Background: an optimization exercise with open tools, aiming at small area, a short achievable clock period and few clock cycles per item. Do not read the settings as production practice.
In this exercise RTL edits were held to simulation tests only and were not proved equivalent to the original.

## pan_tilt_pd_tracker
module pan_tilt_pd_tracker (
	input  logic                                    clk,
	input  logic                                    arst_n,
	input  logic                                    cfg_we,
	input  logic [ptpd_pkg::CFG_IDX_BITS-1:0]       cfg_index,
	input  logic [ptpd_pkg::CFG_DATA_BITS-1:0]      cfg_data,
	input  logic                                    in_valid,
	output logic                                    in_ready,
	input  logic signed [ptpd_pkg::ERROR_BITS-1:0]  pan_pixel_error,
	input  logic signed [ptpd_pkg::ERROR_BITS-1:0]  tilt_pixel_error,
	input  logic                                    target_seen,
	input  logic [ptpd_pkg::AGE_BITS-1:0]           link_age_ms,
	input  logic                                    stop_press,
	output logic                                    out_valid,
	input  logic                                    out_ready,
	output logic [ptpd_pkg::PULSE_BITS-1:0]         pan_pulse_us,
	output logic [ptpd_pkg::PULSE_BITS-1:0]         tilt_pulse_us,
	output logic                                    tracking_active,
	output logic                                    drive_enabled
);
Settings: LEC_CHECK=0, CAP_MARGIN=20, CORE_MARGIN=2, CORE_UTILIZATION=60, CTS_BUF_LIST=sky130_fd_sc_hd__clkbuf_8, SLEW_MARGIN=20, SETUP_SLACK_MARGIN=6.2; clock period 11.0 ns.
standard.sh (not shown) runs the stock make flow with config.mk's settings and CLKGATE_MAP_FILE= SYNTH_SCRIPT=/design/flow/synth_recipe.tcl, a recipe that flattens the netlist after the stock synthesis.
==> flow/flow/run.sh <==
#!/bin/bash
set -euo pipefail
MARGIN=6.2
sed -i '/SETUP_SLACK_MARGIN/d' config.mk
echo "export SETUP_SLACK_MARGIN = ${MARGIN}" >> config.mk
bash standard.sh > standard.log 2>&1
The first run passed the timing, DRC and antenna checks.
Testbench counts at the start, summed over its fixed seeds: cycles 3,248, items 3,200.
Then changed:
--- a/flow/flow/run.sh
+++ b/flow/flow/run.sh
@@ -3 +3 @@
-MARGIN=6.2
+MARGIN=6.8
--- a/flow/config.mk
+++ b/flow/config.mk
@@ -11 +10,0 @@
-export CTS_BUF_LIST = sky130_fd_sc_hd__clkbuf_8
@@ -13 +12 @@
-export SETUP_SLACK_MARGIN = 6.2
+export SETUP_SLACK_MARGIN = 6.8
Cell count rose by 1.9%; via count rose by 1.9%; global-route usage rose by 0.31 points; synthesized area is unchanged; worst hold slack hardly moves; worst setup slack improves by 220 ps; critical path depth rose by 13.

========
## rev 12
pan_tilt_pd_tracker again, from the RTL that the note above started with.
Settings: LEC_CHECK=0, CAP_MARGIN=20, CORE_MARGIN=2, CORE_UTILIZATION=70, CTS_BUF_LIST=sky130_fd_sc_hd__clkbuf_4 sky130_fd_sc_hd__clkbuf_8, CTS_CLUSTER_SIZE=30, SLEW_MARGIN=20, SETUP_SLACK_MARGIN=6.6; clock period 11.0 ns.
==> flow/flow/run.sh <==
#!/bin/bash
set -euo pipefail
MARGIN=6.6
sed -i '/SETUP_SLACK_MARGIN/d' config.mk
echo "export SETUP_SLACK_MARGIN = ${MARGIN}" >> config.mk
bash standard.sh synth > synth.log 2>&1
R=orfs/results/${FLOW_PLATFORM}/pan_tilt_pd_tracker/base
cp $R/1_2_yosys.v yosys_netlist_orig.v
python3 flow/fapol.py yosys_netlist_orig.v $R/1_2_yosys.v > fapol.log 2>&1
rm -f $R/1_synth.odb $R/1_synth.sdc
bash standard.sh > standard.log 2>&1
Other scripts of this flow, unchanged in this note and not shown: flow/flow/fapol.py
Testbench counts of rev 12, summed over its fixed seeds: cycles 3,248, items 3,200.
Here is what was changed in the inputs of rev 13 compared with rev 12.
Settings: SETUP_SLACK_MARGIN now 7.0, was 6.6.
diff --git a/flow/flow/run.sh b/flow/flow/run.sh
--- a/flow/flow/run.sh
+++ b/flow/flow/run.sh
@@ -1,5 +1,5 @@
 #!/bin/bash
 set -euo pipefail
-MARGIN=6.6
+MARGIN=7.0
 sed -i '/SETUP_SLACK_MARGIN/d' config.mk
 echo "export SETUP_SLACK_MARGIN = ${MARGIN}" >> config.mk
Findings:
Rev 13 closes out successfully: all stages finished, all timing, DRC and antenna checks passed.
Global-route usage in rev 13 is 1.3 points higher than in rev 12
Worst reg2reg path depth: rev 13 vs rev 12 down 2
The final reports for rev 13 and rev 12 show final-layout worst hold slack lower in the former.
Compared to rev 12, rev 13 has minimum period implied by the final worst setup slack 0.044 ns lower.
Rev 12 ended up with fa_1 as its most common cell after layout, fill and taps aside; rev 13 ended up with inv_1.
Looking at critical path depth in cells, rev 13 sits 2 below rev 12.
Diff rev 12 -> rev 13 | area growth from synthesis to layout | increase of 6.2 points
Taking rev 12 as the reference, in rev 13 clock-buffer cell count moved up; post-synth net total level.
The setup slack of rev 13 is larger than that of rev 12.
The final layout net count reported for rev 13 is greater than that of rev 12 by 3.2%.

========
pan_tilt_pd_tracker again, from the RTL that the note above started with.
==> flow/config.mk <==
export PLATFORM = sky130hd
export DESIGN_NAME = pan_tilt_pd_tracker
export DESIGN_NICKNAME = pan_tilt_pd_tracker
export VERILOG_FILES = /design/flow/design.v
export SDC_FILE = /design/flow/constraint.sdc
export NUM_CORES = 4
export LEC_CHECK = 0
export CAP_MARGIN = 20
export CORE_MARGIN = 2
export CORE_UTILIZATION = 70
export CTS_BUF_LIST = sky130_fd_sc_hd__clkbuf_4 sky130_fd_sc_hd__clkbuf_8
export CTS_CLUSTER_SIZE = 30
export SLEW_MARGIN = 20
export SETUP_SLACK_MARGIN = 6.8
==> flow/constraint.sdc <==
create_clock -name core_clock -period 11.0 [get_ports {clk}]
set_input_delay 2.2000 -clock core_clock [delete_from_list [all_inputs] [get_ports {clk}]]
set_output_delay 2.2000 -clock core_clock [all_outputs]
set_load 0.01 [all_outputs]
==> flow/flow/run.sh <==
#!/bin/bash
set -euo pipefail
MARGIN=6.8
sed -i '/SETUP_SLACK_MARGIN/d' config.mk
echo "export SETUP_SLACK_MARGIN = ${MARGIN}" >> config.mk
bash standard.sh synth > synth.log 2>&1
R=orfs/results/${FLOW_PLATFORM}/pan_tilt_pd_tracker/base
cp $R/1_2_yosys.v yosys_netlist_orig.v
python3 flow/fapol.py yosys_netlist_orig.v $R/1_2_yosys.v > fapol.log 2>&1
rm -f $R/1_synth.odb $R/1_synth.sdc
bash standard.sh > standard.log 2>&1
Other scripts of this flow, unchanged in this note and not shown: flow/flow/fapol.py
The starting point finished clean.
Testbench counts at the start, summed over its fixed seeds: cycles 3,248, items 3,200.
Change:
--- a/flow/flow/run.sh
+++ b/flow/flow/run.sh
@@ -1,5 +1,5 @@
 #!/bin/bash
 set -euo pipefail
-MARGIN=6.8
+MARGIN=6.2
 sed -i '/SETUP_SLACK_MARGIN/d' config.mk
 echo "export SETUP_SLACK_MARGIN = ${MARGIN}" >> config.mk
--- a/flow/config.mk
+++ b/flow/config.mk
@@ -12,3 +12,3 @@
 export CTS_CLUSTER_SIZE = 30
 export SLEW_MARGIN = 20
-export SETUP_SLACK_MARGIN = 6.8
+export SETUP_SLACK_MARGIN = 6.2
What happened: The new run produced a clean layout. First-iteration DRC count shrinks by 1.5%. Sequential share of layout area climbs by 0.80 points.
Change:
--- a/flow/flow/run.sh
+++ b/flow/flow/run.sh
@@ -1,5 +1,5 @@
 #!/bin/bash
 set -euo pipefail
-MARGIN=6.2
+MARGIN=6.6
 sed -i '/SETUP_SLACK_MARGIN/d' config.mk
 echo "export SETUP_SLACK_MARGIN = ${MARGIN}" >> config.mk
--- a/flow/config.mk
+++ b/flow/config.mk
@@ -8,7 +8,8 @@
 export CAP_MARGIN = 20
 export CORE_MARGIN = 2
-export CORE_UTILIZATION = 70
+export CORE_UTILIZATION = 75
 export CTS_BUF_LIST = sky130_fd_sc_hd__clkbuf_4 sky130_fd_sc_hd__clkbuf_8
 export CTS_CLUSTER_SIZE = 30
+export PLACE_DENSITY = 0.8
 export SLEW_MARGIN = 20
-export SETUP_SLACK_MARGIN = 6.2
+export SETUP_SLACK_MARGIN = 6.6
After rerunning: The changed run went through all stages and came out clean; cell count is higher by 0.95%; count of clock-buffer cells in the layout is lower by 3; sequential cell count stays the same.

separate check: timing with driven ports:
The results above use ideal ports. As a check the final layouts listed here were re-extracted and re-timed, cells and wires unchanged.
Step 1 assumes that a clkbuf_16 drives the clock port and a buf_2 every other input.
Step 2 times the ports against the registers' clock, not the clock port: input delays grow and output delays shrink by t, the midpoint of the rising clock arrivals with the driver on.
Three values: ideal ports, drivers, drivers and shift; two values: the first two.
| run | t (ns) | setup WS [ns] | worst setup path at the end | cell pins on the clock port's net |
|---|---|---|---|---|
| the first run of note 1 | 0.822 | 6.320 / 6.320 / 5.856 | input to register | 1 |
| the second run of note 1 | 0.727 | 6.540 / 6.540 / 6.219 | input to register | 1 |
| rev 12 | 0.787 | 6.353 / 6.353 / 5.976 | input to register | 1 |
| rev 13 | 0.785 | 6.398 / 6.398 / 6.223 | input to register | 1 |
| the first run of note 3 | 0.762 | 6.461 / 6.461 / 6.153 | input to register | 1 |
| the second run of note 3 | 0.774 | 6.362 / 6.362 / 5.848 | input to register | 1 |
| the third run of note 3 | 0.764 | 6.466 / 6.466 / 5.967 | input to register | 1 |
After both steps every run listed still meets setup and hold. For the second run of note 3, which loses most, drivers alone change the setup slack by 0.000 ns; drivers and shift together by -0.514 ns.
